Background: an optimization exercise with open tools, aiming at small area. Do not read the settings as production practice.
In this exercise RTL edits were held to simulation tests only and were not proved equivalent to the original.

==> flow/design.v, too long to show whole: its modules and the start of the top module <==
// module fixed_point_alu: 454 lines
// module fixed_point_alu_srt_th: 20 lines
// module fixed_point_alu_srt4_sel: 22 lines
// module fixed_point_alu_srt4_fa: 24 lines
// module fixed_point_alu_mul: 1003 lines
// module fixed_point_alu_add64: 436 lines
// module fixed_point_alu_add33: 219 lines
module fixed_point_alu (
   input  logic        clock,
   input  logic        reset,
   input  logic        req_tvalid,
   output logic        req_tready,
   input  logic [71:0] req_tdata,
   output logic        rsp_tvalid,
   input  logic        rsp_tready,
   output logic [39:0] rsp_tdata
);
  // ...
==> flow/run.sh <==
#!/bin/bash
# synth_recipe.tcl (not shown) runs the flow's synth.tcl, then flattens the netlist and writes it again
# the make line also repeats each setting of config.mk as NAME=value (left out here)
make -C /OpenROAD-flow-scripts/flow DESIGN_CONFIG=/design/flow/config.mk WORK_HOME=/design/flow/orfs CLKGATE_MAP_FILE= SYNTH_SCRIPT=/design/flow/synth_recipe.tcl finish
==> flow/config.mk <==
export PLATFORM = sky130hd
export DESIGN_NAME = fixed_point_alu
export DESIGN_NICKNAME = fixed_point_alu
export VERILOG_FILES = /design/flow/design.v
export SDC_FILE = /design/flow/constraint.sdc
export NUM_CORES = 4
export LEC_CHECK = 0
export CAP_MARGIN = 20
export CORE_MARGIN = 2
export CORE_UTILIZATION = 40
export PLACE_DENSITY = 0.6
export SLEW_MARGIN = 20
==> flow/constraint.sdc <==
create_clock -name core_clock -period 12.0 [get_ports {clock}]
set_input_delay 2.4000 -clock core_clock [delete_from_list [all_inputs] [get_ports {clock}]]
set_output_delay 2.4000 -clock core_clock [all_outputs]
set_load 0.01 [all_outputs]
==> results.txt, run 1 <==
die area 271900 µm²; delay of the slowest cell on the worst path 0.70 ns; # port buffers 108; hold-critical path endpoint t5[1]$_DFFE_PP_; Initial DRT Pass Iterations 5; post-layout minimum cycle time 11.22 ns; final worst path period share 93.47%; placed cells 13320; Worst Reg-to-Reg Cells 37; asr flop ratio synth 0%; CP dominant cell by count a21o_1; detailed placement HPWL 243300 µm; 1st-iter DRT viols 6201; I/O pin cnt 118; GR Util met2 39.28%; Placement Setup Slack 1.031 ns; most frequent cells in the layout inv_1 (1337), edfxtp_1 (1154), a22oi_1 (1006); well tap count 3533; initial cell density of the core 40.30%; number of clock sinks 1163; Synth Area in Simple Gates 5.971%; Hold Path Origin t4[1]$_DFFE_PP_; WL per Instance 23.19 µm; status no timing/DRC/antenna violations; multi-input logic area 65130 µm²; Worst-Margin Slew 1.289 ns
==> module fixed_point_alu, before the edit <==
module fixed_point_alu (
   input  logic        clock,
   input  logic        reset,
   input  logic        req_tvalid,
   output logic        req_tready,
   input  logic [71:0] req_tdata,
   output logic        rsp_tvalid,
   input  logic        rsp_tready,
   output logic [39:0] rsp_tdata
);
   logic adv;
   logic rsp_valid;
   assign adv        = ~rsp_valid | rsp_tready;
   assign req_tready = adv;
   assign rsp_tvalid = rsp_valid;
   logic        v0;
   logic [3:0]  cmd0;
   logic [31:0] a0, b0;
   always_ff @(posedge clock) begin
      if (reset)    v0 <= 1'b0;
      else if (adv) v0 <= req_tvalid;
      if (adv) begin
         cmd0 <= req_tdata[3:0];
         a0   <= req_tdata[35:4];
         b0   <= req_tdata[67:36];
      end
   end
   logic        is_inc, is_dec, is_sub, use_sub;
   logic [31:0] op2;
   logic [32:0] sum;
   logic        lt, eq, add_ovf;
   fixed_point_alu_add33 u_addsub (.a({a0[31], a0}), .b({op2[31], op2} ^ {33{use_sub}}), .ci(use_sub), .s(sum));
   always_comb begin
      is_inc  = cmd0 == 4'd12;
      is_dec  = cmd0 == 4'd13;
      is_sub  = cmd0 == 4'd1;
      use_sub = ~(cmd0 == 4'd0 || is_inc);
      op2     = (is_inc || is_dec) ? 32'd1 : b0;
      lt      = sum[32];
      eq      = a0 == b0;
      add_ovf = sum[32] ^ sum[31];
   end
   logic        msg;
   logic [63:0] prod;
   logic        mul_ovf;
   assign msg = a0[31] ^ b0[31];
   fixed_point_alu_mul u_mul (.a(a0), .b(b0), .p(prod));
   assign mul_ovf = ~(&prod[63:39] | ~|prod[63:39]);
   logic [31:0] ma, mb, bn;
   logic [62:0] as_;
   logic        ovfa, exact;
   always_comb begin
      ma    = a0[31] ? -a0 : a0;
      mb    = b0[31] ? -b0 : b0;
      ovfa  = (mb[31:9] == 23'd0) && (ma[31:23] >= mb[8:0]);
      exact = (mb[31:9] == 23'd0) && (ma[31:23] == mb[8:0]) && (ma[22:0] == 23'd0);
      bn    = mb;
      as_   = {31'd0, ma};
      if (bn[31:16] == 16'd0) begin bn = bn << 16; as_ = as_ << 16; end
      if (bn[31:24] == 8'd0)  begin bn = bn << 8;  as_ = as_ << 8;  end
      if (bn[31:28] == 4'd0)  begin bn = bn << 4;  as_ = as_ << 4;  end
      if (bn[31:30] == 2'd0)  begin bn = bn << 2;  as_ = as_ << 2;  end
      if (bn[31] == 1'b0)     begin bn = bn << 1;  as_ = as_ << 1;  end
   end
   logic [31:0] res1;
   logic        cmp1, sgn1, isdiv1, f1;
   logic [1:0]  st1;
   always_comb begin
      res1   = 32'd0;
      sgn1   = 1'b0;
      cmp1   = 1'b0;
      st1    = 2'd0;
      isdiv1 = 1'b0;
      case (cmd0)
         4'd0, 4'd1, 4'd12, 4'd13: begin
            st1  = {1'b0, add_ovf};
            res1 = sum[31:0];
            sgn1 = a0[31];
         end
         4'd2: begin
            st1  = {1'b0, mul_ovf};
            res1 = prod[39:8];
            sgn1 = prod[63];
         end
         4'd3: begin
            if (b0 == 32'd0) begin
               st1  = 2'd2;
               res1 = (a0 == 32'd0) ? 32'd0 : (a0[31] ? 32'h80000000 : 32'h7fffffff);
            end else if (exact) begin
               st1  = {1'b0, ~msg};
               res1 = 32'h80000000;
            end else if (ovfa) begin
               st1  = 2'd1;
               sgn1 = msg;
            end else begin
               isdiv1 = 1'b1;
            end
         end
         4'd4:  cmp1 = ~lt & ~eq;
         4'd5:  cmp1 = lt;
         4'd6:  cmp1 = ~lt;
         4'd7:  cmp1 = lt | eq;
         4'd8:  cmp1 = eq;
         4'd9:  cmp1 = ~eq;
         4'd10: res1 = lt ? a0 : b0;
         4'd11: res1 = lt ? b0 : a0;
         4'd14: begin
            st1  = {1'b0, ~(&a0[31:23] | ~|a0[31:23])};
            res1 = {a0[23:0], 8'd0};
            sgn1 = a0[31];
         end
         default: res1 = {{8{a0[31]}}, a0[31:8]};
      endcase
      if (isdiv1) begin
         f1  = msg;
         st1 = 2'd0;
      end else if (st1 == 2'd1) begin
         f1  = sgn1;
      end else begin
         f1  = cmp1;
      end
   end
   logic [32:0] s0w, c0w;
   assign s0w = as_[56:24];
   assign c0w = 33'd0;
   logic signed [6:0] m2_1, m1_1, m0_1, mm_1;
   fixed_point_alu_srt_th u_th1 (.d(bn[30:28]), .m2(m2_1), .m1(m1_1), .m0(m0_1), .mm(mm_1));
   logic dsg0, don0, dtw0;
   fixed_point_alu_srt4_sel u_sel0 (.s(s0w[32:26]), .c(c0w[32:26]), .m2(m2_1), .m1(m1_1), .m0(m0_1), .mm(mm_1),
      .sg(dsg0), .on(don0), .tw(dtw0));
   logic [32:0] ss0, cc0;
   fixed_point_alu_srt4_fa u_fa0 (.s(s0w), .c(c0w), .x({as_[23], as_[22]}), .d(bn),
      .sg(dsg0), .on(don0), .tw(dtw0), .so(ss0), .co(cc0));
   logic        v1, dv1, fl1;
   logic [1:0]  sr1;
   logic [31:0] d1;
   logic [32:0] s1, c1;
   logic [21:0] t1;
   logic [0:0] sg1, on1, tw1;
   always_ff @(posedge clock) begin
      if (reset)    v1 <= 1'b0;
      else if (adv) v1 <= v0;
      if (adv) begin
         dv1 <= isdiv1;
         fl1 <= f1;
         sr1 <= st1;
         d1  <= isdiv1 ? bn : res1;
         sg1 <= {dsg0};
         on1 <= {don0};
         tw1 <= {dtw0};
         s1  <= ss0;
         c1  <= cc0;
         t1  <= as_[21:0];
      end
   end
   logic signed [6:0] m2_2, m1_2, m0_2, mm_2;
   fixed_point_alu_srt_th u_th2 (.d(d1[30:28]), .m2(m2_2), .m1(m1_2), .m0(m0_2), .mm(mm_2));
   logic dsg1, don1, dtw1;
   fixed_point_alu_srt4_sel u_sel1 (.s(s1[32:26]), .c(c1[32:26]), .m2(m2_2), .m1(m1_2), .m0(m0_2), .mm(mm_2),
      .sg(dsg1), .on(don1), .tw(dtw1));
   logic [32:0] ss1, cc1;
   fixed_point_alu_srt4_fa u_fa1 (.s(s1), .c(c1), .x({t1[21], t1[20]}), .d(d1),
      .sg(dsg1), .on(don1), .tw(dtw1), .so(ss1), .co(cc1));
   logic dsg2, don2, dtw2;
   fixed_point_alu_srt4_sel u_sel2 (.s(ss1[32:26]), .c(cc1[32:26]), .m2(m2_2), .m1(m1_2), .m0(m0_2), .mm(mm_2),
      .sg(dsg2), .on(don2), .tw(dtw2));
   logic [32:0] ss2, cc2;
   fixed_point_alu_srt4_fa u_fa2 (.s(ss1), .c(cc1), .x({t1[19], t1[18]}), .d(d1),
      .sg(dsg2), .on(don2), .tw(dtw2), .so(ss2), .co(cc2));
   logic dsg3, don3, dtw3;
   fixed_point_alu_srt4_sel u_sel3 (.s(ss2[32:26]), .c(cc2[32:26]), .m2(m2_2), .m1(m1_2), .m0(m0_2), .mm(mm_2),
      .sg(dsg3), .on(don3), .tw(dtw3));
   logic        v2, dv2, fl2;
   logic [1:0]  sr2;
   logic [31:0] d2;
   logic [32:0] s2, c2;
   logic [17:0] t2;
   logic [3:0] sg2, on2, tw2;
   always_ff @(posedge clock) begin
      if (reset)    v2 <= 1'b0;
      else if (adv) v2 <= v1;
      if (adv) begin
         dv2 <= dv1;
         fl2 <= fl1;
         sr2 <= sr1;
         d2  <= d1;
         sg2 <= {sg1, dsg1, dsg2, dsg3};
         on2 <= {on1, don1, don2, don3};
         tw2 <= {tw1, dtw1, dtw2, dtw3};
         s2  <= ss2;
         c2  <= cc2;
         t2  <= t1[17:0];
      end
   end
   logic signed [6:0] m2_3, m1_3, m0_3, mm_3;
   fixed_point_alu_srt_th u_th3 (.d(d2[30:28]), .m2(m2_3), .m1(m1_3), .m0(m0_3), .mm(mm_3));
   logic [32:0] ss3, cc3;
   fixed_point_alu_srt4_fa u_fa3 (.s(s2), .c(c2), .x({t2[17], t2[16]}), .d(d2),
      .sg(sg2[0]), .on(on2[0]), .tw(tw2[0]), .so(ss3), .co(cc3));
   logic dsg4, don4, dtw4;
   fixed_point_alu_srt4_sel u_sel4 (.s(ss3[32:26]), .c(cc3[32:26]), .m2(m2_3), .m1(m1_3), .m0(m0_3), .mm(mm_3),
      .sg(dsg4), .on(don4), .tw(dtw4));
   logic [32:0] ss4, cc4;
   fixed_point_alu_srt4_fa u_fa4 (.s(ss3), .c(cc3), .x({t2[15], t2[14]}), .d(d2),
      .sg(dsg4), .on(don4), .tw(dtw4), .so(ss4), .co(cc4));
   logic dsg5, don5, dtw5;
   fixed_point_alu_srt4_sel u_sel5 (.s(ss4[32:26]), .c(cc4[32:26]), .m2(m2_3), .m1(m1_3), .m0(m0_3), .mm(mm_3),
      .sg(dsg5), .on(don5), .tw(dtw5));
   logic [32:0] ss5, cc5;
   fixed_point_alu_srt4_fa u_fa5 (.s(ss4), .c(cc4), .x({t2[13], t2[12]}), .d(d2),
      .sg(dsg5), .on(don5), .tw(dtw5), .so(ss5), .co(cc5));
   logic        v3, dv3, fl3;
   logic [1:0]  sr3;
   logic [31:0] d3;
   logic [32:0] s3, c3;
   logic [11:0] t3;
   logic [5:0] sg3, on3, tw3;
   always_ff @(posedge clock) begin
      if (reset)    v3 <= 1'b0;
      else if (adv) v3 <= v2;
      if (adv) begin
         dv3 <= dv2;
         fl3 <= fl2;
         sr3 <= sr2;
         d3  <= d2;
         sg3 <= {sg2, dsg4, dsg5};
         on3 <= {on2, don4, don5};
         tw3 <= {tw2, dtw4, dtw5};
         s3  <= ss5;
         c3  <= cc5;
         t3  <= t2[11:0];
      end
   end
   logic signed [6:0] m2_4, m1_4, m0_4, mm_4;
   fixed_point_alu_srt_th u_th4 (.d(d3[30:28]), .m2(m2_4), .m1(m1_4), .m0(m0_4), .mm(mm_4));
   logic dsg6, don6, dtw6;
   fixed_point_alu_srt4_sel u_sel6 (.s(s3[32:26]), .c(c3[32:26]), .m2(m2_4), .m1(m1_4), .m0(m0_4), .mm(mm_4),
      .sg(dsg6), .on(don6), .tw(dtw6));
   logic [32:0] ss6, cc6;
   fixed_point_alu_srt4_fa u_fa6 (.s(s3), .c(c3), .x({t3[11], t3[10]}), .d(d3),
      .sg(dsg6), .on(don6), .tw(dtw6), .so(ss6), .co(cc6));
   logic dsg7, don7, dtw7;
   fixed_point_alu_srt4_sel u_sel7 (.s(ss6[32:26]), .c(cc6[32:26]), .m2(m2_4), .m1(m1_4), .m0(m0_4), .mm(mm_4),
      .sg(dsg7), .on(don7), .tw(dtw7));
   logic [32:0] ss7, cc7;
   fixed_point_alu_srt4_fa u_fa7 (.s(ss6), .c(cc6), .x({t3[9], t3[8]}), .d(d3),
      .sg(dsg7), .on(don7), .tw(dtw7), .so(ss7), .co(cc7));
   logic dsg8, don8, dtw8;
   fixed_point_alu_srt4_sel u_sel8 (.s(ss7[32:26]), .c(cc7[32:26]), .m2(m2_4), .m1(m1_4), .m0(m0_4), .mm(mm_4),
      .sg(dsg8), .on(don8), .tw(dtw8));
   logic        v4, dv4, fl4;
   logic [1:0]  sr4;
   logic [31:0] d4;
   logic [32:0] s4, c4;
   logic [7:0] t4;
   logic [8:0] sg4, on4, tw4;
   always_ff @(posedge clock) begin
      if (reset)    v4 <= 1'b0;
      else if (adv) v4 <= v3;
      if (adv) begin
         dv4 <= dv3;
         fl4 <= fl3;
         sr4 <= sr3;
         d4  <= d3;
         sg4 <= {sg3, dsg6, dsg7, dsg8};
         on4 <= {on3, don6, don7, don8};
         tw4 <= {tw3, dtw6, dtw7, dtw8};
         s4  <= ss7;
         c4  <= cc7;
         t4  <= t3[7:0];
      end
   end
   logic signed [6:0] m2_5, m1_5, m0_5, mm_5;
   fixed_point_alu_srt_th u_th5 (.d(d4[30:28]), .m2(m2_5), .m1(m1_5), .m0(m0_5), .mm(mm_5));
   logic [32:0] ss8, cc8;
   fixed_point_alu_srt4_fa u_fa8 (.s(s4), .c(c4), .x({t4[7], t4[6]}), .d(d4),
      .sg(sg4[0]), .on(on4[0]), .tw(tw4[0]), .so(ss8), .co(cc8));
   logic dsg9, don9, dtw9;
   fixed_point_alu_srt4_sel u_sel9 (.s(ss8[32:26]), .c(cc8[32:26]), .m2(m2_5), .m1(m1_5), .m0(m0_5), .mm(mm_5),
      .sg(dsg9), .on(don9), .tw(dtw9));
   logic [32:0] ss9, cc9;
   fixed_point_alu_srt4_fa u_fa9 (.s(ss8), .c(cc8), .x({t4[5], t4[4]}), .d(d4),
      .sg(dsg9), .on(don9), .tw(dtw9), .so(ss9), .co(cc9));
   logic dsg10, don10, dtw10;
   fixed_point_alu_srt4_sel u_sel10 (.s(ss9[32:26]), .c(cc9[32:26]), .m2(m2_5), .m1(m1_5), .m0(m0_5), .mm(mm_5),
      .sg(dsg10), .on(don10), .tw(dtw10));
   logic [32:0] ss10, cc10;
   fixed_point_alu_srt4_fa u_fa10 (.s(ss9), .c(cc9), .x({t4[3], t4[2]}), .d(d4),
      .sg(dsg10), .on(don10), .tw(dtw10), .so(ss10), .co(cc10));
   logic        v5, dv5, fl5;
   logic [1:0]  sr5;
   logic [31:0] d5;
   logic [32:0] s5, c5;
   logic [1:0] t5;
   logic [10:0] sg5, on5, tw5;
   always_ff @(posedge clock) begin
      if (reset)    v5 <= 1'b0;
      else if (adv) v5 <= v4;
      if (adv) begin
         dv5 <= dv4;
         fl5 <= fl4;
         sr5 <= sr4;
         d5  <= d4;
         sg5 <= {sg4, dsg9, dsg10};
         on5 <= {on4, don9, don10};
         tw5 <= {tw4, dtw9, dtw10};
         s5  <= ss10;
         c5  <= cc10;
         t5  <= t4[1:0];
      end
   end
   logic signed [6:0] m2_6, m1_6, m0_6, mm_6;
   fixed_point_alu_srt_th u_th6 (.d(d5[30:28]), .m2(m2_6), .m1(m1_6), .m0(m0_6), .mm(mm_6));
   logic dsg11, don11, dtw11;
   fixed_point_alu_srt4_sel u_sel11 (.s(s5[32:26]), .c(c5[32:26]), .m2(m2_6), .m1(m1_6), .m0(m0_6), .mm(mm_6),
      .sg(dsg11), .on(don11), .tw(dtw11));
   logic [32:0] ss11, cc11;
   fixed_point_alu_srt4_fa u_fa11 (.s(s5), .c(c5), .x({t5[1], t5[0]}), .d(d5),
      .sg(dsg11), .on(don11), .tw(dtw11), .so(ss11), .co(cc11));
   logic dsg12, don12, dtw12;
   fixed_point_alu_srt4_sel u_sel12 (.s(ss11[32:26]), .c(cc11[32:26]), .m2(m2_6), .m1(m1_6), .m0(m0_6), .mm(mm_6),
      .sg(dsg12), .on(don12), .tw(dtw12));
   logic [32:0] ss12, cc12;
   fixed_point_alu_srt4_fa u_fa12 (.s(ss11), .c(cc11), .x(2'b00), .d(d5),
      .sg(dsg12), .on(don12), .tw(dtw12), .so(ss12), .co(cc12));
   logic dsg13, don13, dtw13;
   fixed_point_alu_srt4_sel u_sel13 (.s(ss12[32:26]), .c(cc12[32:26]), .m2(m2_6), .m1(m1_6), .m0(m0_6), .mm(mm_6),
      .sg(dsg13), .on(don13), .tw(dtw13));
   logic        v6, dv6, fl6;
   logic [1:0]  sr6;
   logic [31:0] d6;
   logic [32:0] s6, c6;
   logic [13:0] sg6, on6, tw6;
   always_ff @(posedge clock) begin
      if (reset)    v6 <= 1'b0;
      else if (adv) v6 <= v5;
      if (adv) begin
         dv6 <= dv5;
         fl6 <= fl5;
         sr6 <= sr5;
         d6  <= d5;
         sg6 <= {sg5, dsg11, dsg12, dsg13};
         on6 <= {on5, don11, don12, don13};
         tw6 <= {tw5, dtw11, dtw12, dtw13};
         s6  <= ss12;
         c6  <= cc12;
      end
   end
   logic signed [6:0] m2_7, m1_7, m0_7, mm_7;
   fixed_point_alu_srt_th u_th7 (.d(d6[30:28]), .m2(m2_7), .m1(m1_7), .m0(m0_7), .mm(mm_7));
   logic [32:0] ss13, cc13;
   fixed_point_alu_srt4_fa u_fa13 (.s(s6), .c(c6), .x(2'b00), .d(d6),
      .sg(sg6[0]), .on(on6[0]), .tw(tw6[0]), .so(ss13), .co(cc13));
   logic dsg14, don14, dtw14;
   fixed_point_alu_srt4_sel u_sel14 (.s(ss13[32:26]), .c(cc13[32:26]), .m2(m2_7), .m1(m1_7), .m0(m0_7), .mm(mm_7),
      .sg(dsg14), .on(don14), .tw(dtw14));
   logic [32:0] ss14, cc14;
   fixed_point_alu_srt4_fa u_fa14 (.s(ss13), .c(cc13), .x(2'b00), .d(d6),
      .sg(dsg14), .on(don14), .tw(dtw14), .so(ss14), .co(cc14));
   logic dsg15, don15, dtw15;
   fixed_point_alu_srt4_sel u_sel15 (.s(ss14[32:26]), .c(cc14[32:26]), .m2(m2_7), .m1(m1_7), .m0(m0_7), .mm(mm_7),
      .sg(dsg15), .on(don15), .tw(dtw15));
   logic [32:0] ss15, cc15;
   fixed_point_alu_srt4_fa u_fa15 (.s(ss14), .c(cc14), .x(2'b00), .d(d6),
      .sg(dsg15), .on(don15), .tw(dtw15), .so(ss15), .co(cc15));
   logic        v7, dv7, fl7;
   logic [1:0]  sr7;
   logic [31:0] d7;
   logic [32:0] s7, c7;
   logic [15:0] sg7, on7, tw7;
   always_ff @(posedge clock) begin
      if (reset)    v7 <= 1'b0;
      else if (adv) v7 <= v6;
      if (adv) begin
         dv7 <= dv6;
         fl7 <= fl6;
         sr7 <= sr6;
         d7  <= d6;
         sg7 <= {sg6, dsg14, dsg15};
         on7 <= {on6, don14, don15};
         tw7 <= {tw6, dtw14, dtw15};
         s7  <= ss15;
         c7  <= cc15;
      end
   end
   logic signed [6:0] m2_8, m1_8, m0_8, mm_8;
   fixed_point_alu_srt_th u_th8 (.d(d7[30:28]), .m2(m2_8), .m1(m1_8), .m0(m0_8), .mm(mm_8));
   logic dsg16, don16, dtw16;
   fixed_point_alu_srt4_sel u_sel16 (.s(s7[32:26]), .c(c7[32:26]), .m2(m2_8), .m1(m1_8), .m0(m0_8), .mm(mm_8),
      .sg(dsg16), .on(don16), .tw(dtw16));
   logic [32:0] ss16, cc16;
   fixed_point_alu_srt4_fa u_fa16 (.s(s7), .c(c7), .x(2'b00), .d(d7),
      .sg(dsg16), .on(don16), .tw(dtw16), .so(ss16), .co(cc16));
   logic        v8, dv8, fl8;
   logic [1:0]  sr8;
   logic [31:0] d8;
   logic [32:0] s8, c8;
   logic [16:0] sg8, on8, tw8;
   always_ff @(posedge clock) begin
      if (reset)    v8 <= 1'b0;
      else if (adv) v8 <= v7;
      if (adv) begin
         dv8 <= dv7;
         fl8 <= fl7;
         sr8 <= sr7;
         d8  <= d7;
         sg8 <= {sg7, dsg16};
         on8 <= {on7, don16};
         tw8 <= {tw7, dtw16};
         s8  <= ss16;
         c8  <= cc16;
      end
   end
   logic [33:0] qpv, qnv, dx, dy;
   logic [1:0]  dk;
   logic [36:0] dsum;
   logic [34:0] dr;
   logic        dovf;
   logic [31:0] res_o;
   logic [1:0]  st_o;
   logic        cmp_o;
   logic [32:0] pfin;
   logic        ng8;
   fixed_point_alu_add33 u_pfin (.a(s8), .b(c8), .ci(1'b0), .s(pfin));
   assign ng8 = pfin[32];
   genvar gi;
   generate
      for (gi = 0; gi < 17; gi = gi + 1) begin : g_q
         assign qpv[2*gi+1:2*gi] = sg8[gi] ? {tw8[gi], on8[gi]} : 2'b00;
         assign qnv[2*gi+1:2*gi] = sg8[gi] ? 2'b00 : {tw8[gi], on8[gi]};
      end
   endgenerate
   always_comb begin
      dx    = fl8 ? qnv : qpv;
      dy    = fl8 ? qpv : qnv;
      dk    = {1'b1, ~(ng8 ^ fl8)};
      dsum  = {3'b000, dx} + ~{3'b000, dy} + {35'd0, dk};
      dr    = dsum[36:2];
      if (fl8) dovf = ~((dr[34:31] == 4'b1111) | (dr[34:31] == 4'b0000));
      else       dovf = dr[34:31] != 4'b0000;
      dovf  = dovf | sr8[0];
      if (dv8) begin
         cmp_o = 1'b0;
         st_o  = {1'b0, dovf};
         res_o = dovf ? (fl8 ? 32'h80000000 : 32'h7fffffff) : dr[31:0];
      end else begin
         cmp_o = fl8 & (sr8 != 2'd1);
         st_o  = sr8;
         res_o = (sr8 == 2'd1) ? {fl8, {31{~fl8}}} : d8;
      end
   end
   assign rsp_valid = v8;
   assign rsp_tdata = {5'd0, st_o, cmp_o, res_o};
endmodule
==> module fixed_point_alu_srt4_sel, before the edit <==
module fixed_point_alu_srt4_sel (
   input  logic [6:0]         s,
   input  logic [6:0]         c,
   input  logic signed [6:0]  m2,
   input  logic signed [6:0]  m1,
   input  logic signed [6:0]  m0,
   input  logic signed [6:0]  mm,
   output logic               sg,
   output logic               on,
   output logic               tw
);
   logic signed [6:0] v;
   logic ge2, ge1, ge0, gem;
   assign v   = s + c;
   assign ge2 = v >= m2;
   assign ge1 = v >= m1;
   assign ge0 = v >= m0;
   assign gem = v >= mm;
   assign sg  = ge1;
   assign tw  = ge2 | ~gem;
   assign on  = (ge1 & ~ge2) | (gem & ~ge0);
endmodule
==> inputs of run 2 (changes only) <==
--- a/flow/design.v
+++ b/flow/design.v
@@ -96,12 +96,12 @@
                isdiv1 = 1'b1;
             end
          end
-         4'd4:  cmp1 = ~lt & ~eq;
-         4'd5:  cmp1 = lt;
-         4'd6:  cmp1 = ~lt;
-         4'd7:  cmp1 = lt | eq;
-         4'd8:  cmp1 = eq;
-         4'd9:  cmp1 = ~eq;
+         4'd4:  begin st1 = 2'd3; cmp1 = ~lt & ~eq; end
+         4'd5:  begin st1 = 2'd3; cmp1 = lt;        end
+         4'd6:  begin st1 = 2'd3; cmp1 = ~lt;       end
+         4'd7:  begin st1 = 2'd3; cmp1 = lt | eq;   end
+         4'd8:  begin st1 = 2'd3; cmp1 = eq;        end
+         4'd9:  begin st1 = 2'd3; cmp1 = ~eq;       end
          4'd10: res1 = lt ? a0 : b0;
          4'd11: res1 = lt ? b0 : a0;
          4'd14: begin
@@ -114,10 +114,10 @@
       if (isdiv1) begin
          f1  = msg;
          st1 = 2'd0;
-      end else if (st1 == 2'd1) begin
-         f1  = sgn1;
-      end else begin
+      end else if (cmd0 >= 4'd4 && cmd0 <= 4'd9) begin
          f1  = cmp1;
+      end else begin
+         f1  = sgn1;
       end
    end
    logic [32:0] s0w, c0w;
@@ -394,7 +394,9 @@
    logic        v8, dv8, fl8;
    logic [1:0]  sr8;
    logic [31:0] d8;
-   logic [32:0] s8, c8;
+   logic        ng8;
+   logic [32:0] pfin;
+   fixed_point_alu_add33 u_pfin (.a(ss16), .b(cc16), .ci(1'b0), .s(pfin));
    logic [16:0] sg8, on8, tw8;
    always_ff @(posedge clock) begin
       if (reset)    v8 <= 1'b0;
@@ -407,34 +409,35 @@
          sg8 <= {sg7, dsg16};
          on8 <= {on7, don16};
          tw8 <= {tw7, dtw16};
-         s8  <= ss16;
-         c8  <= cc16;
+         ng8 <= pfin[32];
       end
    end
+   logic        ngo;
+   logic [16:0] sgo, ono, two;
+   assign ngo = ng8;
+   assign sgo = sg8;
+   assign ono = on8;
+   assign two = tw8;
    logic [33:0] qpv, qnv, dx, dy;
-   logic [1:0]  dk;
-   logic [36:0] dsum;
+   logic [36:0] dsum0, dsum1, dsum;
    logic [34:0] dr;
    logic        dovf;
    logic [31:0] res_o;
    logic [1:0]  st_o;
    logic        cmp_o;
-   logic [32:0] pfin;
-   logic        ng8;
-   fixed_point_alu_add33 u_pfin (.a(s8), .b(c8), .ci(1'b0), .s(pfin));
-   assign ng8 = pfin[32];
    genvar gi;
    generate
       for (gi = 0; gi < 17; gi = gi + 1) begin : g_q
-         assign qpv[2*gi+1:2*gi] = sg8[gi] ? {tw8[gi], on8[gi]} : 2'b00;
-         assign qnv[2*gi+1:2*gi] = sg8[gi] ? 2'b00 : {tw8[gi], on8[gi]};
+         assign qpv[2*gi+1:2*gi] = sgo[gi] ? {two[gi], ono[gi]} : 2'b00;
+         assign qnv[2*gi+1:2*gi] = sgo[gi] ? 2'b00 : {two[gi], ono[gi]};
       end
    endgenerate
    always_comb begin
       dx    = fl8 ? qnv : qpv;
       dy    = fl8 ? qpv : qnv;
-      dk    = {1'b1, ~(ng8 ^ fl8)};
-      dsum  = {3'b000, dx} + ~{3'b000, dy} + {35'd0, dk};
+      dsum0 = {3'b000, dx} + ~{3'b000, dy} + 37'd2;
+      dsum1 = {3'b000, dx} + ~{3'b000, dy} + 37'd3;
+      dsum  = (ngo ^ fl8) ? dsum0 : dsum1;
       dr    = dsum[36:2];
       if (fl8) dovf = ~((dr[34:31] == 4'b1111) | (dr[34:31] == 4'b0000));
       else       dovf = dr[34:31] != 4'b0000;
@@ -444,8 +447,8 @@
          st_o  = {1'b0, dovf};
          res_o = dovf ? (fl8 ? 32'h80000000 : 32'h7fffffff) : dr[31:0];
       end else begin
-         cmp_o = fl8 & (sr8 != 2'd1);
-         st_o  = sr8;
+         cmp_o = fl8 & (sr8 == 2'd3);
+         st_o  = (sr8 == 2'd3) ? 2'd0 : sr8;
          res_o = (sr8 == 2'd1) ? {fl8, {31{~fl8}}} : d8;
       end
    end
@@ -486,10 +489,19 @@
    logic signed [6:0] v;
    logic ge2, ge1, ge0, gem;
    assign v   = s + c;
-   assign ge2 = v >= m2;
-   assign ge1 = v >= m1;
-   assign ge0 = v >= m0;
-   assign gem = v >= mm;
+   function automatic logic sge(input logic [6:0] a, input logic [6:0] b);
+      logic [6:0] x, y;
+      logic       cy;
+      x  = a ^ 7'h40;
+      y  = ~(b ^ 7'h40);
+      cy = 1'b1;
+      for (int i = 0; i < 7; i++) cy = (x[i] & y[i]) | (x[i] & cy) | (y[i] & cy);
+      sge = cy;
+   endfunction
+   assign ge2 = sge(v, m2);
+   assign ge1 = sge(v, m1);
+   assign ge0 = sge(v, m0);
+   assign gem = sge(v, mm);
    assign sg  = ge1;
    assign tw  = ge2 | ~gem;
    assign on  = (ge1 & ~ge2) | (gem & ~ge0);
--- a/flow/config.mk
+++ b/flow/config.mk
@@ -8,5 +8,8 @@
 export CAP_MARGIN = 20
 export CORE_MARGIN = 2
 export CORE_UTILIZATION = 40
+export CTS_BUF_LIST = sky130_fd_sc_hd__clkbuf_8 sky130_fd_sc_hd__clkbuf_16
+export CTS_CLUSTER_DIAMETER = 80
+export CTS_CLUSTER_SIZE = 30
 export PLACE_DENSITY = 0.6
 export SLEW_MARGIN = 20
==> run 2 against run 1 <==
Net effect: largest cell class unchanged; still clean on timing, DRC and antenna; non-clock buffer count shrank 17; synthesized cell count shrank 1.1%; critical endpoint is now sr1[0]$_SDFFCE_PP0P_; global-route usage shrank 0.11 points.
==> results.txt, run 2 <==
number of clock sinks 1101 (was 1163); delay of the slowest cell on the worst path 0.64 ns (was 0.70 ns); initial cell density of the core 40.28% (was 40.30%); placed cells 12960 (was 13320); layout cells sized above 1 5.919% (was 6.542%); Most Used Layer, Global Route met2 (unchanged); critical path class reg -> reg (was reg -> out); leading cell type in the layout, fill and taps excluded inv_1 (unchanged); Pins Over Slew Limit 0 (unchanged); status no timing/DRC/antenna violations (unchanged); wirelength, routed 299700 µm (was 314500 µm); H-tree depth 3 (was 4); clock root cell clkbuf_16 (unchanged); ranking of synthesized cells by area edfxtp_1 (32%), fa_1 (19%), a22oi_1 (7.3%) (was edfxtp_1 (32%), fa_1 (18%), ha_1 (8.5%)); Yosys reg bits 1101 (was 1163); area post-placement 107700 µm² (was 112800 µm²); slowest CP cell edfxtp_1 (was a31oi_1); Die Width 510.3 µm (was 521.5 µm); die area 260400 µm² (was 271900 µm²); M1 GR Usage 28.89% (was 27.77%); Post-synth top cells inv_1 (1347), edfxtp_1 (1092), a22oi_1 (1001) (was inv_1 (1337), edfxtp_1 (1154), a22oi_1 (1008)); design area 110600 µm² (was 117400 µm²); number of global-route vias before repair 76890 (was 78900); # port buffers 108 (unchanged); hold crit path type reg -> reg (unchanged); post-layout minimum cycle time 11.41 ns (was 11.22 ns); first-pass GRT wire length 464400 µm (was 482100 µm); buffer count from post-CTS setup fixing 0 (unchanged); M3 GR Usage 3.477% (was 3.770%); core area 254600 µm² (was 265800 µm²); vias per cell 5.707 (was 5.585); WP data arrival 11.88 ns (was 8.82 ns); share of the synthesized area in the top cell type 31.98% (was 32.35%); critical path startpoint category flop (unchanged); Reg clk slew, reported paths 0.10 ns (was 0.06 ns); GPL Wtd Cong 0.9335 (was 0.9984); GRT overflow 0 (unchanged); DRC viols 0 (unchanged); Max Fclk 87.62 MHz (was 89.15 MHz); RSZ-0062 raised after global routing no (unchanged); Clk Latency, worst-skew pair 0.73 ns (was 0.83 ns); maxcap violations 0 (unchanged); most frequent cells in the layout inv_1 (1348), edfxtp_1 (1092), a22oi_1 (1001) (was inv_1 (1337), edfxtp_1 (1154), a22oi_1 (1006)); cell row count 185 (was 189); Area growth syn-to-layout 7.824% (was 9.614%); gr usage total 22.85% (was 22.96%); routed via count 74770 (was 75740); I/O pin cnt 118 (unchanged); Post-synth top flop edfxtp_1 (unchanged); skew final 0.08540 ns (was 0.09653 ns); synthesized area 102600 µm² (was 107100 µm²); CP top delay family compound AO/OA/AOI/OAI gates (unchanged); Worst-Margin Slew 1.198 ns (was 1.289 ns); Synth area leader edfxtp_1 (unchanged); Syn Area/Cell 10.35 µm² (was 10.69 µm²); WL per Instance 22.87 µm (was 23.19 µm); most frequent cell after synthesis inv_1 (unchanged); Final Core Density 43.43% (was 44.17%); hold_buf cts 0 (unchanged); worst-path fanout max 30 (unchanged); CP dominant cell by count fa_1 (was a21o_1); CTS tree done (unchanged); Initial DRT Pass Iterations 6 (was 5); Die Span Y 510.3 µm (was 521.5 µm); Layout Nets 11110 (was 11680); detailed placement HPWL 230600 µm (was 243300 µm); Post-synth EDFFs 1092 (was 1154); asr flop ratio synth 0% (unchanged); Slew Limit Headroom 19.53% (was 14.04%); GR Util met2 38.73% (was 39.28%); Finish-stage setup viols 0 (unchanged); YS warnings 5 (was 4); Post-DRT Antenna Nets 0 (unchanged); WP data required 12.47 ns (was 9.60 ns); CP Capture Type flop (was output pin); setup TNS 0 ns (unchanged); initial antenna violation count 13 (was 7); final worst path period share 95.11% (was 93.47%); 1st-iter DRT viols 6636 (was 6201); largest net degree at the start of global routing 149 (was 171); sequential cell area fraction in the yosys report 32.15% (was 32.52%); total CTS buffers 75 (was 143); count of cell types in the netlist 114 (was 108); Clock Path Buffers 3 (was 4); fin cells 13100 (was 13560); Final Hold Vio Count 0 (unchanged); Bufs and invs on worst path 6 (was 1); Cells after Synth 9912 (was 10020)
run 2: cell types whose count changed in the layout (fill, tap and decap cells not counted), sizes merged, moves of 33 or more:
cell	change
nand2b	-92
xor2	-46
inv	+33
o21ai	+136
edfxtp	-62
nand3	+56
nand2	-38
nor2b	-47
ha	-315
a21o	-38
nor2	+72
clkbuf	-94
xnor2	+60
run 2: final cells by class:
class                      instances  area, µm²
inverter                        1364       5146
tap                             3366       4212
sequential                      1101      32970
multi-input combinational       6752      62230
timing repair buffer             378       3163
fill                           23950     144000
clock buffer                      76       1902
clock inverter                    61      935.9
antenna                            5      12.51
run 2: path summary, 6_finish.rpt:
check	startpoint	endpoint	slack (ns)	depth (start not counted)
max	b0[2]$_DFFE_PP_	sr1[0]$_SDFFCE_PP0P_	0.59	40
min reg2reg	tw3[0]$_DFFE_PP_	tw4[3]$_DFFE_PP_	0.40	0
max reg2reg	b0[2]$_DFFE_PP_	sr1[0]$_SDFFCE_PP0P_	0.59	40
min	tw3[0]$_DFFE_PP_	tw4[3]$_DFFE_PP_	0.40	0
run 2: cells by family after synthesis:
group           after synthesis  share of synthesized area [%]
compound gates             2429                          16.45
simple gates               1332                          6.076
fa+ha+maj                  1379                          23.74
mux                         135                          1.349
buf+inv                    2063                          7.658
flops                      1101                          32.15
xor+xnor                   1472                          12.57
other cells                   1                       0.003657
run 2: worst reg2reg max path: cells and delay by family (launching register included):
kind	cells	cell delay [ns]
AOI/OAI and AO/OA	18	4.04
and+or+nand+nor	6	1.22
DFF	1	0.64
xor gates and xnor gates	1	0.19
adders and majority gates	9	4.01
buffers and inverters	6	1.03
run 2: metal layers:
metal | vias to the layer above | wire length (µm)
li1 | 33760 | -
met1 | 37430 | 122300
met2 | 2875 | 144100
met3 | 701 | 18650
met4 | 4 | 14620
met5 | - | 31
run 2: stage by stage:
| step | hold WS, ns | setup WS [ns] |
|---|---|---|
| finish | 0.4007 | 0.5872 |
| global route | 0.4134 | 0.01066 |
| detailed placement | 0.4045 | 0.6156 |
| global placement | 0.4005 | 0.8297 |
| CTS | 0.4038 | 0.5998 |
| floorplan | 0.4003 | 1.855 |
run 2: what timing repair did:
| item | CTS | global route |
|---|---|---|
| gates resized for setup | 0 | 5 |
| endpoints found under the setup margin | 0 | 3 |
| endpoints found under the hold margin | 0 | 0 |
==> inputs of run 3 (changes only) <==
--- a/flow/config.mk
+++ b/flow/config.mk
@@ -8,8 +8,5 @@
 export CAP_MARGIN = 20
 export CORE_MARGIN = 2
 export CORE_UTILIZATION = 40
-export CTS_BUF_LIST = sky130_fd_sc_hd__clkbuf_8 sky130_fd_sc_hd__clkbuf_16
-export CTS_CLUSTER_DIAMETER = 80
-export CTS_CLUSTER_SIZE = 30
 export PLACE_DENSITY = 0.6
 export SLEW_MARGIN = 20
==> run 3 against run 2 <==
Net effect: still clean on timing, DRC and antenna; first-iteration DRC count shrank 1.4%; area after synthesis is the same; critical path depth is the same; hold slack lost 0.0033 ns; design area grew 1.5%; register-to-register slack lost 0.06 ns; via count grew 0.50%; synthesized cell count is the same; largest cell class unchanged; highest routed layer unchanged.
==> results.txt, run 3 <==
number of global-route vias before repair 77470 (was 76890); M3 GR Usage 3.601% (was 3.477%); GPL Wtd Cong 0.9335 (unchanged); clock root cell clkbuf_16 (unchanged); Final Core Density 44.07% (was 43.43%); wirelength, routed 302100 µm (was 299700 µm); fin cells 13210 (was 13100); die area 260400 µm² (unchanged); ranking of synthesized cells by area edfxtp_1 (32%), fa_1 (19%), a22oi_1 (7.3%) (unchanged); WP data required 12.49 ns (was 12.47 ns); gr usage total 23.05% (was 22.85%); total CTS buffers 131 (was 75); Post-DRT Antenna Nets 0 (unchanged); status no timing/DRC/antenna violations (unchanged); placed cells 12960 (unchanged); Yosys reg bits 1101 (unchanged); setup TNS 0 ns (unchanged); share of the synthesized area in the top cell type 31.98% (unchanged); Cells after Synth 9912 (unchanged); Clk Latency, worst-skew pair 0.80 ns (was 0.73 ns); detailed placement HPWL 230600 µm (unchanged); delay of the slowest cell on the worst path 0.66 ns (was 0.64 ns); Worst-Margin Slew 1.180 ns (was 1.198 ns); Post-synth top flop edfxtp_1 (unchanged); most frequent cells in the layout inv_1 (1347), edfxtp_1 (1092), a22oi_1 (1001) (was inv_1 (1348), edfxtp_1 (1092), a22oi_1 (1001)); CTS tree done (unchanged); Reg-to-Reg Start b0[2]$_DFFE_PP_ (unchanged); # port buffers 108 (unchanged); number of clock sinks 1101 (unchanged); Layout Nets 11170 (was 11110); 1st-iter DRT viols 6543 (was 6636); Pins Over Slew Limit 0 (unchanged); YS warnings 5 (unchanged); Post-synth top cells inv_1 (1347), edfxtp_1 (1092), a22oi_1 (1001) (unchanged); R2R Setup Slk 0.53 ns (was 0.59 ns); worst reg2reg endpoint sr1[0]$_SDFFCE_PP0P_ (unchanged); M1 GR Usage 29.16% (was 28.89%); Worst Reg-to-Reg Cells 40 (unchanged); Max Fclk 87.19 MHz (was 87.62 MHz); RSZ-0062 raised after global routing no (unchanged); hold_buf cts 0 (unchanged); Slew Limit Headroom 20.78% (was 19.53%); synthesized area 102600 µm² (unchanged); asr flop ratio synth 0% (unchanged); Post-synth EDFFs 1092 (unchanged); largest net degree at the start of global routing 149 (unchanged); initial cell density of the core 40.28% (unchanged); maxcap violations 0 (unchanged); leading cell type in the layout, fill and taps excluded inv_1 (unchanged); skew final 0.07459 ns (was 0.08540 ns); slowest CP cell edfxtp_1 (unchanged); Final Hold Vio Count 0 (unchanged); Die Span Y 510.3 µm (unchanged); cell row count 185 (unchanged); routed via count 75150 (was 74770); layout cells sized above 1 6.486% (was 5.919%); WHS Path Cells 0 (unchanged); core area 254600 µm² (unchanged); Reg clk slew, reported paths 0.07 ns (was 0.10 ns); worst-path fanout max 30 (unchanged); Placement Setup Slack 0.6156 ns (unchanged); DRC viols 0 (unchanged); WL per Instance 22.87 µm (about the same); WP data arrival 11.96 ns (was 11.88 ns); vias per cell 5.689 (was 5.707); post-layout minimum cycle time 11.47 ns (was 11.41 ns); post-route setup slack 0.5312 ns (was 0.5872 ns); Hold Path Origin tw3[0]$_DFFE_PP_ (unchanged); Most Used Layer, Global Route met2 (unchanged); I/O pin cnt 118 (unchanged); Finish-stage setup viols 0 (unchanged); critical path startpoint category flop (unchanged); initial antenna violation count 13 (unchanged); Initial DRT Pass Iterations 8 (was 6); count of cell types in the netlist 114 (unchanged); H-tree depth 4 (was 3); CP Capture Type flop (unchanged); Syn Area/Cell 10.35 µm² (unchanged); Synth area leader edfxtp_1 (unchanged); Area growth syn-to-layout 9.422% (was 7.824%); Die Width 510.3 µm (unchanged); hold crit path type reg -> reg (unchanged); hold-critical path endpoint tw4[3]$_DFFE_PP_ (unchanged); critical path class reg -> reg (unchanged); GRT overflow 0 (unchanged); sequential cell area fraction in the yosys report 32.15% (unchanged); Clock Path Buffers 3 (unchanged); final worst path period share 95.57% (was 95.11%); GR Util met2 38.83% (was 38.73%); first-pass GRT wire length 467800 µm (was 464400 µm); CP dominant cell by count fa_1 (unchanged); most frequent cell after synthesis inv_1 (unchanged)
-- run 3: cell counts after synthesis --
No cell type changed its count.
-- run 3: logic make-up after synthesis --
logic type               synth area share, %
AO/OA/AOI/OAI                          16.45
buffers and inverters                  7.658
XOR/XNOR                               12.57
adder cells (fa/ha/maj)                23.74
AND/OR/NAND/NOR                        6.076
flip-flops                             32.15
multiplexers                           1.349
other                               0.003657
-- run 3: through the flow --
stage                     cell area [µm²]  hold WS (ns)
final                              112200        0.3975
after global routing               112200        0.4029
after CTS                          112100        0.3916
after detailed placement           107700        0.4045
after global placement             107700        0.4005
after floorplan                    102600        0.4003
-- run 3: worst max path at each step --
stage                     cells past startpoint  slack [ns]              endpoint        startpoint
after floorplan                               3        1.85            req_tready        rsp_tready
after global placement                       38        0.83  sr1[0]$_SDFFCE_PP0P_   b0[3]$_DFFE_PP_
after detailed placement                     40        0.62  sr1[0]$_SDFFCE_PP0P_   b0[3]$_DFFE_PP_
after CTS                                    42        0.62      tw2[0]$_DFFE_PP_  s1[26]$_DFFE_PP_
after global routing                         37        0.04      s7[16]$_DFFE_PP_  on6[0]$_DFFE_PP_
final                                        40        0.53  sr1[0]$_SDFFCE_PP0P_   b0[2]$_DFFE_PP_
-- run 3: final cells by class --
cell class	instances	area, µm²
antenna	6	15.01
clock buffer	150	3349
clock inverter	92	1135
fill	23770	142400
inverter	1364	5146
multi-input combinational	6752	62230
sequential	1101	32970
tap	3366	4212
timing repair buffer	378	3153
-- run 3: repair_timing --
item	in CTS	in global routing
endpoints found under the setup margin	0	3
resized for setup	0	5
buffers inserted	0	0
-- run 3: per-layer routing --
| layer | wire length [µm] | vias to the layer above | share of wire, % |
|---|---|---|---|
| li1 | - | 33920 | - |
| met1 | 123000 | 37520 | 41 |
| met2 | 144800 | 2983 | 48 |
| met3 | 19390 | 723 | 6.4 |
| met4 | 14970 | 4 | 5.0 |
| met5 | 27 | - | 0.0089 |
-- run 3: critical path: cells and delay by family (launching register included) --
kind	cells	cell delay [ns]
adder cells (fa/ha/maj)	9	4.02
flip-flops	1	0.66
buffers and inverters	6	1.04
AND/OR/NAND/NOR	6	1.20
AO/OA/AOI/OAI	18	3.99
XOR/XNOR	1	0.19
==> inputs of run 4 (changes only) <==
--- a/flow/design.v
+++ b/flow/design.v
@@ -383,41 +383,21 @@
          c7  <= cc15;
       end
    end
-   logic signed [6:0] m2_8, m1_8, m0_8, mm_8;
-   fixed_point_alu_srt_th u_th8 (.d(d7[30:28]), .m2(m2_8), .m1(m1_8), .m0(m0_8), .mm(mm_8));
+   logic signed [6:0] m2_o, m1_o, m0_o, mm_o;
+   fixed_point_alu_srt_th u_tho (.d(d7[30:28]), .m2(m2_o), .m1(m1_o), .m0(m0_o), .mm(mm_o));
    logic dsg16, don16, dtw16;
-   fixed_point_alu_srt4_sel u_sel16 (.s(s7[32:26]), .c(c7[32:26]), .m2(m2_8), .m1(m1_8), .m0(m0_8), .mm(mm_8),
+   fixed_point_alu_srt4_sel u_sel16 (.s(s7[32:26]), .c(c7[32:26]), .m2(m2_o), .m1(m1_o), .m0(m0_o), .mm(mm_o),
       .sg(dsg16), .on(don16), .tw(dtw16));
-   logic [32:0] ss16, cc16;
+   logic [32:0] ss16, cc16, pfin;
    fixed_point_alu_srt4_fa u_fa16 (.s(s7), .c(c7), .x(2'b00), .d(d7),
       .sg(dsg16), .on(don16), .tw(dtw16), .so(ss16), .co(cc16));
-   logic        v8, dv8, fl8;
-   logic [1:0]  sr8;
-   logic [31:0] d8;
-   logic        ng8;
-   logic [32:0] pfin;
-   fixed_point_alu_add33 u_pfin (.a(ss16), .b(cc16), .ci(1'b0), .s(pfin));
-   logic [16:0] sg8, on8, tw8;
-   always_ff @(posedge clock) begin
-      if (reset)    v8 <= 1'b0;
-      else if (adv) v8 <= v7;
-      if (adv) begin
-         dv8 <= dv7;
-         fl8 <= fl7;
-         sr8 <= sr7;
-         d8  <= d7;
-         sg8 <= {sg7, dsg16};
-         on8 <= {on7, don16};
-         tw8 <= {tw7, dtw16};
-         ng8 <= pfin[32];
-      end
-   end
+   assign pfin = ss16 + cc16;
    logic        ngo;
    logic [16:0] sgo, ono, two;
-   assign ngo = ng8;
-   assign sgo = sg8;
-   assign ono = on8;
-   assign two = tw8;
+   assign ngo = pfin[32];
+   assign sgo = {sg7, dsg16};
+   assign ono = {on7, don16};
+   assign two = {tw7, dtw16};
    logic [33:0] qpv, qnv, dx, dy;
    logic [36:0] dsum0, dsum1, dsum;
    logic [34:0] dr;
@@ -433,26 +413,26 @@
       end
    endgenerate
    always_comb begin
-      dx    = fl8 ? qnv : qpv;
-      dy    = fl8 ? qpv : qnv;
+      dx    = fl7 ? qnv : qpv;
+      dy    = fl7 ? qpv : qnv;
       dsum0 = {3'b000, dx} + ~{3'b000, dy} + 37'd2;
       dsum1 = {3'b000, dx} + ~{3'b000, dy} + 37'd3;
-      dsum  = (ngo ^ fl8) ? dsum0 : dsum1;
+      dsum  = (ngo ^ fl7) ? dsum0 : dsum1;
       dr    = dsum[36:2];
-      if (fl8) dovf = ~((dr[34:31] == 4'b1111) | (dr[34:31] == 4'b0000));
+      if (fl7) dovf = ~((dr[34:31] == 4'b1111) | (dr[34:31] == 4'b0000));
       else       dovf = dr[34:31] != 4'b0000;
-      dovf  = dovf | sr8[0];
-      if (dv8) begin
+      dovf  = dovf | sr7[0];
+      if (dv7) begin
          cmp_o = 1'b0;
          st_o  = {1'b0, dovf};
-         res_o = dovf ? (fl8 ? 32'h80000000 : 32'h7fffffff) : dr[31:0];
+         res_o = dovf ? (fl7 ? 32'h80000000 : 32'h7fffffff) : dr[31:0];
       end else begin
-         cmp_o = fl8 & (sr8 == 2'd3);
-         st_o  = (sr8 == 2'd3) ? 2'd0 : sr8;
-         res_o = (sr8 == 2'd1) ? {fl8, {31{~fl8}}} : d8;
+         cmp_o = fl7 & (sr7 == 2'd3);
+         st_o  = (sr7 == 2'd3) ? 2'd0 : sr7;
+         res_o = (sr7 == 2'd1) ? {fl7, {31{~fl7}}} : d7;
       end
    end
-   assign rsp_valid = v8;
+   assign rsp_valid = v7;
    assign rsp_tdata = {5'd0, st_o, cmp_o, res_o};
 endmodule
 module fixed_point_alu_srt_th (
==> run 4 against run 3 <==
Net effect: still clean; register-to-register slack better by 0.13 ns; final cell count is 0.27% higher; die area is 2.5% lower; area after synthesis is 2.6% lower; critical path depth is 4 lower; sequential cell count is 89 lower; sequential share of layout area is 1.9 points lower; worst setup slack better by 0.061 ns; hold slack worse by 0.055 ns; via count is 0.86% higher; critical path type is now reg -> out; critical endpoint is now rsp_tdata[28].
==> results.txt, run 4 <==
Post-synth top cells inv_1 (1319), edfxtp_1 (1004), a22oi_1 (1002) (was inv_1 (1347), edfxtp_1 (1092), a22oi_1 (1001)); Worst-Margin Slew 1.228 ns (was 1.180 ns); asr flop ratio synth 0% (unchanged); YS warnings 5 (unchanged); die area 253800 µm² (was 260400 µm²); Pins Over Slew Limit 0 (unchanged); status no timing/DRC/antenna violations (unchanged); sequential cell area fraction in the yosys report 30.33% (was 32.15%); Post-DRT Antenna Nets 0 (unchanged); Initial DRT Pass Iterations 7 (was 8); WP data required 9.60 ns (was 12.49 ns); DRC viols 0 (unchanged); R2R Setup Slk 0.66 ns (was 0.53 ns); largest net degree at the start of global routing 192 (was 149); initial antenna violation count 3 (was 13); initial cell density of the core 40.22% (was 40.28%); hold slack 0.3420 ns (was 0.3975 ns); worst-path fanout max 31 (was 30); cell row count 183 (was 185); Yosys reg bits 1012 (was 1101); area post-placement 106200 µm² (was 107700 µm²); first-pass GRT wire length 484000 µm (was 467800 µm); ranking of synthesized cells by area edfxtp_1 (30%), fa_1 (19%), a22oi_1 (7.5%) (was edfxtp_1 (32%), fa_1 (19%), a22oi_1 (7.3%)); vias per cell 5.723 (was 5.689); Reg-to-Reg Start b0[11]$_DFFE_PP_ (was b0[2]$_DFFE_PP_); Die Width 503.8 µm (was 510.3 µm); share of the synthesized area in the top cell type 30.17% (was 31.98%); Clock Path Buffers 3 (unchanged); maxcap violations 0 (unchanged); Critical Path End rsp_tdata[28] (was sr1[0]$_SDFFCE_PP0P_); Post-synth EDFFs 1004 (was 1092); CTS tree done (unchanged); H-tree depth 3 (was 4); Highest Signal Layer met4 (was met5); number of global-route vias before repair 77730 (was 77470); wirelength, routed 319100 µm (was 302100 µm); worst reg2reg endpoint sr1[0]$_SDFFCE_PP0P_ (unchanged); WP data arrival 9.01 ns (was 11.96 ns); GRT overflow 0 (unchanged); GPL Wtd Cong 0.9394 (was 0.9335); final worst path period share 95.06% (was 95.57%); Max Fclk 87.66 MHz (was 87.19 MHz); Die Span Y 503.8 µm (was 510.3 µm); core area 248400 µm² (was 254600 µm²); design area 110500 µm² (was 112200 µm²); number of clock sinks 1012 (was 1101); Metal-1 WL 121500 µm (was 123000 µm); met3 wire length 20080 µm (was 19390 µm); Worst Reg-to-Reg Cells 38 (was 40); gr usage total 24.61% (was 23.05%); total CTS buffers 113 (was 131); count of cell types in the netlist 118 (was 114); 1st-iter DRT viols 6955 (was 6543); CP Capture Type output pin (was flop); clock root cell clkbuf_16 (unchanged); routed via count 75800 (was 75150); critical path class reg -> out (was reg -> reg); Synth area leader edfxtp_1 (unchanged); Reg clk slew, reported paths 0.08 ns (was 0.07 ns); most frequent cell after synthesis inv_1 (unchanged); Bufs and invs on worst path 5 (was 6); DR WL met2 158600 µm (was 144800 µm); critical path startpoint category flop (unchanged); synthesized area 99930 µm² (was 102600 µm²); post-layout minimum cycle time 11.41 ns (was 11.47 ns); RSZ-0062 raised after global routing no (unchanged); Layout Nets 11250 (was 11170); CP top delay family simple AND/OR/NAND/NOR gates (was adder cells); layout cells sized above 1 7.980% (was 6.486%); Syn Area/Cell 10.12 µm² (was 10.35 µm²); # port buffers 108 (unchanged); Clk Latency, worst-skew pair 0.81 ns (was 0.80 ns); Area growth syn-to-layout 10.56% (was 9.422%); most frequent cells in the layout inv_1 (1319), edfxtp_1 (1004), a22oi_1 (1002) (was inv_1 (1347), edfxtp_1 (1092), a22oi_1 (1001)); Cells after Synth 9870 (was 9912); CP startpoint s7[26]$_DFFE_PP_ (was b0[2]$_DFFE_PP_); Post-synth top flop edfxtp_1 (unchanged); hold crit path type reg -> reg (unchanged); slowest CP cell or4b_2 (was edfxtp_1); detailed placement HPWL 244900 µm (was 230600 µm); leading cell type in the layout, fill and taps excluded inv_1 (unchanged); Final Hold Vio Count 0 (unchanged); I/O pin cnt 118 (unchanged); WL per Instance 24.10 µm (was 22.87 µm); setup TNS 0 ns (unchanged); critical path depth in cells 36 (was 40); Slew Limit Headroom 18.13% (was 20.78%); skew final 0.09817 ns (was 0.07459 ns); delay of the slowest cell on the worst path 0.71 ns (was 0.66 ns); Finish-stage setup viols 0 (unchanged)
## run 4: timing repair
item | 4_1_cts | 5_1_grt
setup endpoints to repair | 33 | 35
pin swaps | 4 | 8
gates resized for setup | 13 | 64
hold buffers | 0 | 0
buffers inserted | 3 | 5
## run 4: worst register-to-register path: cells and delay by family (launching register included)
kind                     cells  cell delay, ns
AO/OA/AOI/OAI               14            3.31
flip-flops                   1            0.69
buffers and inverters        3            0.51
adder cells (fa/ha/maj)      8            3.48
AND/OR/NAND/NOR             12            2.64
XOR/XNOR                     1            0.44
## run 4: kinds of logic (layout without fill, tap and decap cells)
group	after synthesis	in the layout	synth area share (%)
AND/OR/NAND/NOR	1432	1432	6.734
other	1	8	0.003753
buffers and inverters	2027	2065	7.690
flip-flops	1012	1012	30.33
XOR/XNOR	1465	1465	12.85
adder cells (fa/ha/maj)	1378	1378	24.34
AO/OA/AOI/OAI	2405	2405	16.47
multiplexers	150	150	1.578
## run 4: area by class of cell
cell class	instances	area [µm²]
Tap cell	3330	4167
Inverter	1341	5065
Sequential cell	1012	30310
Antenna cell	3	7.507
Timing Repair Buffer	511	4392
Clock inverter	78	932.1
Clock buffer	135	2920
Multi-Input combinational cell	6835	62690
Fill cell	23370	138000
## run 4: worst min path at each step
stage | start | depth (start not counted) | end | slack (ns)
after global placement | dv2$_DFFE_PP_ | 0 | dv3$_DFFE_PP_ | 0.40
final | fl3$_DFFE_PP_ | 0 | fl4$_DFFE_PP_ | 0.34
after global routing | fl3$_DFFE_PP_ | 0 | fl4$_DFFE_PP_ | 0.37
after detailed placement | dv2$_DFFE_PP_ | 0 | dv3$_DFFE_PP_ | 0.40
after floorplan | dv1$_DFFE_PP_ | 0 | dv2$_DFFE_PP_ | 0.40
after CTS | fl3$_DFFE_PP_ | 0 | fl4$_DFFE_PP_ | 0.35
## run 4: metrics by stage
| step | std cells | worst slack, ns | utilization (%) |
|---|---|---|---|
| 2_1_floorplan | 9874 | 1.452 | - |
| 3_3_place_gp | 13020 | 0.3041 | 42.73 |
| 3_5_place_dp | 13020 | 0.2831 | 42.75 |
| 4_1_cts | 13230 | 0.04229 | 44.34 |
| 5_1_grt | 13240 | 0.08099 | 44.47 |
| 6_report | 13250 | 0.5923 | 44.47 |
## run 4: layer usage
layer | vias up | global-route usage, %
met1 | 38070 | 29.17
li1 | 33880 | -
met5 | - | 0
met4 | 0 | 13.22
met3 | 796 | 3.697
met2 | 3059 | 42.87
==> inputs of run 5 (changes only) <==
--- a/flow/config.mk
+++ b/flow/config.mk
@@ -8,5 +8,8 @@
 export CAP_MARGIN = 20
 export CORE_MARGIN = 2
 export CORE_UTILIZATION = 40
+export CTS_BUF_LIST = sky130_fd_sc_hd__clkbuf_8 sky130_fd_sc_hd__clkbuf_16
+export CTS_CLUSTER_DIAMETER = 80
+export CTS_CLUSTER_SIZE = 30
 export PLACE_DENSITY = 0.6
 export SLEW_MARGIN = 20
==> run 5 against run 4 <==
Net effect: still clean; non-clock buffer count fell by 2; synthesized cell count unchanged; first-iteration DRC count is 4.6% higher; critical endpoint is now rsp_tdata[31]; largest cell class unchanged; highest routed layer is now met5.
==> results.txt, run 5 <==
Placement Setup Slack 0.2831 ns (unchanged); maxcap violations 0 (unchanged); vias per cell 5.737 (was 5.723); WL per Instance 24.13 µm (was 24.10 µm); WP data required 9.60 ns (about the same); routed via count 75500 (was 75800); CP startpoint s7[26]$_DFFE_PP_ (unchanged); Die Span Y 503.8 µm (unchanged); skew final 0.04575 ns (was 0.09817 ns); largest net degree at the start of global routing 192 (unchanged); slowest CP cell clkdlybuf4s50_1 (was or4b_2); Clock Path Buffers 3 (unchanged); sequential cell area fraction in the yosys report 30.33% (unchanged); Initial DRT Pass Iterations 7 (unchanged); cell row count 183 (unchanged); Hold Path Origin tw6[3]$_DFFE_PP_ (was fl3$_DFFE_PP_); ranking of synthesized cells by area edfxtp_1 (30%), fa_1 (19%), a22oi_1 (7.5%) (unchanged); Worst-Margin Slew 1.293 ns (was 1.228 ns); critical path startpoint category flop (unchanged); Slew Limit Headroom 13.78% (was 18.13%); Synth Area in Simple Gates 6.734% (unchanged); initial antenna violation count 4 (was 3); core area 248400 µm² (unchanged); Synth area leader edfxtp_1 (unchanged); CP dominant cell by count buf_4; number of global-route vias before repair 77280 (was 77730); Reg-to-Reg Start b0[15]$_DFFE_PP_ (was b0[11]$_DFFE_PP_); 1st-iter DRT viols 7275 (was 6955); I/O pin cnt 118 (unchanged); detailed placement HPWL 244900 µm (unchanged); Syn Area/Cell 10.12 µm² (unchanged); delay of the slowest cell on the worst path 0.58 ns (was 0.71 ns); GRT overflow 0 (unchanged); number of clock sinks 1012 (unchanged); Area growth syn-to-layout 9.338% (was 10.56%); CTS tree done (unchanged); sequential cell area 30310 µm² (unchanged); Finish-stage setup viols 0 (unchanged); Post-synth EDFFs 1004 (unchanged); hold crit path type reg -> reg (unchanged); adder-cell share of the synthesized area 24.34% (unchanged); post-synthesis compound-gate area fraction 16.47% (unchanged); worst-path fanout max 9 (was 31); DRC viols 0 (unchanged); layout cells sized above 1 7.509% (was 7.980%); critical path class reg -> out (unchanged); count of cell types in the netlist 118 (unchanged); synthesized area 99930 µm² (unchanged); Max Fclk 87.48 MHz (was 87.66 MHz); final worst path period share 95.26% (was 95.06%); Die Width 503.8 µm (unchanged); leading cell type in the layout, fill and taps excluded inv_1 (unchanged); total CTS buffers 71 (was 113); post-route setup slack 0.5693 ns (was 0.5923 ns); Layout Nets 11210 (was 11250); WP data arrival 9.03 ns (was 9.01 ns); asr flop ratio synth 0% (unchanged); Yosys reg bits 1012 (unchanged); largest family of logic cells by synthesized area adder cells (unchanged); YS warnings 5 (unchanged); most frequent cell after synthesis inv_1 (unchanged); hold_buf cts 0 (unchanged); initial cell density of the core 40.22% (unchanged); Reg clk slew, reported paths 0.10 ns (was 0.08 ns); Pins Over Slew Limit 0 (unchanged); Cells after Synth 9870 (unchanged); GPL Wtd Cong 0.9394 (unchanged); Clk Latency, worst-skew pair 0.75 ns (was 0.81 ns); Post-Synth XOR/XNOR Area 12.85% (unchanged); H-tree depth 3 (unchanged); Post-synth top flop edfxtp_1 (unchanged); die area 253800 µm² (unchanged); status no timing/DRC/antenna violations (unchanged); Final Core Density 43.98% (was 44.47%); gr usage total 24.51% (was 24.61%); # port buffers 108 (unchanged); Post-synth top cells inv_1 (1319), edfxtp_1 (1004), a22oi_1 (1002) (unchanged); mux share of post-synthesis cell area 1.578% (unchanged); fillcell total 23480 (was 23370); wirelength, routed 317600 µm (was 319100 µm); first-pass GRT wire length 482100 µm (was 484000 µm); Post-DRT Antenna Nets 0 (unchanged); most frequent cells in the layout inv_1 (1321), edfxtp_1 (1004), a22oi_1 (1002) (was inv_1 (1319), edfxtp_1 (1004), a22oi_1 (1002)); CP Capture Type output pin (unchanged); clock root cell clkbuf_16 (unchanged); share of the synthesized area in the top cell type 30.17% (unchanged); setup TNS 0 ns (unchanged); post-layout minimum cycle time 11.43 ns (was 11.41 ns); multi-input logic area 62670 µm² (was 62690 µm²); Final Hold Vio Count 0 (unchanged)
==> run 5: final timing paths <==
check / to / slack (ns) / depth (start not counted)
max: rsp_tdata[31] / 0.57 / 38
min: tw7[5]$_DFFE_PP_ / 0.41 / 0
max reg2reg: sr1[0]$_SDFFCE_PP0P_ / 0.67 / 37
min reg2reg: tw7[5]$_DFFE_PP_ / 0.41 / 0
==> run 5: final cells by class <==
type                            instances  share of cell area (%)
Clock buffer                           72                   1.649
Clock inverter                         59                  0.8062
Sequential cell                      1012                   27.74
Timing Repair Buffer                  509                   3.997
Inverter                             1341                   4.636
Tap cell                             3330                   3.813
Antenna cell                            2                0.004581
Multi-Input combinational cell       6835                   57.35
==> run 5: kinds of logic after synthesis <==
kind of cell / count (synthesis)
AO/OA/AOI/OAI: 2405
buffers and inverters: 2027
XOR/XNOR: 1465
AND/OR/NAND/NOR: 1432
adder cells (fa/ha/maj): 1378
flip-flops: 1012
multiplexers: 150
other: 1
==> run 5: per-stage QoR <==
stage / hold WS (ns) / std cells / cell area (µm²)
finish: 0.4083 / 13160 / 109300
global route: 0.4154 / 13160 / 109300
CTS: 0.4040 / 13150 / 109000
detailed placement: 0.4045 / 13020 / 106200
global placement: 0.4004 / 13020 / 106200
floorplan: 0.4003 / 9874 / 99950
==> run 5: metal layers <==
layer | wire length [µm] | track usage [%] | up-vias | share of wire (%)
li1 | - | - | 33770 | -
met3 | 19220 | 3.551 | 784 | 6.1
met2 | 158100 | 42.84 | 2924 | 50
met1 | 121700 | 29.17 | 38020 | 38
met4 | 18550 | 12.74 | 2 | 5.8
met5 | 16 | 0 | - | 0.0050
==> run 5: critical path, delay by kind of cell (launching register included) <==
family | cells | cell delay, ns
simple gates | 8 | 1.54
buf+inv | 11 | 2.04
mux | 1 | 0.34
fa+ha+maj | 4 | 1.44
xor+xnor | 2 | 0.32
flops | 1 | 0.40
compound gates | 12 | 2.22
==> run 5: timing repair <==
item                                    4_1_cts  5_1_grt
buffers inserted                              3        4
pin swaps                                     4        7
cloned                                        0        0
endpoints found under the hold margin         0        0
endpoints found under the setup margin       33       35
gates resized for setup                      13       59

[port drivers added, routing unchanged]
In the flow no input, the clock included, has a driving cell. The finished layouts below were timed again as built, in two steps. Step 1: set_driving_cell puts a clkbuf_16 on clock and a buf_2 on each other input, an assumption about the parent block. Step 2 times the ports against the registers' clock, not the clock port: input delays grow and output delays shrink by t, the midpoint of the rising clock arrivals with the driver on. Slacks: ideal / step 1 / step 2; pairs: ideal / step 1.
run | t, ns | setup WS [ns] | hold slack, ns | worst setup path after step 2 | pins driven straight from the clock port
run 1 | 0.883 | 0.783 / 0.684 / 1.033 | 0.383 / 0.383 / 0.383 | register to register | 1
run 2 | 0.788 | 0.587 / 0.587 / 0.587 | 0.401 / 0.401 / 0.401 | register to register | 1
run 3 | 0.861 | 0.531 / 0.531 / 0.531 | 0.397 / 0.397 / 0.397 | register to register | 1
run 4 | 0.855 | 0.592 / 0.493 / 0.657 | 0.342 / 0.342 / 0.342 | register to register | 1
run 5 | 0.828 | 0.569 / 0.473 / 0.672 | 0.408 / 0.408 / 0.408 | register to register | 1
After both steps setup and hold are still met in every run listed.
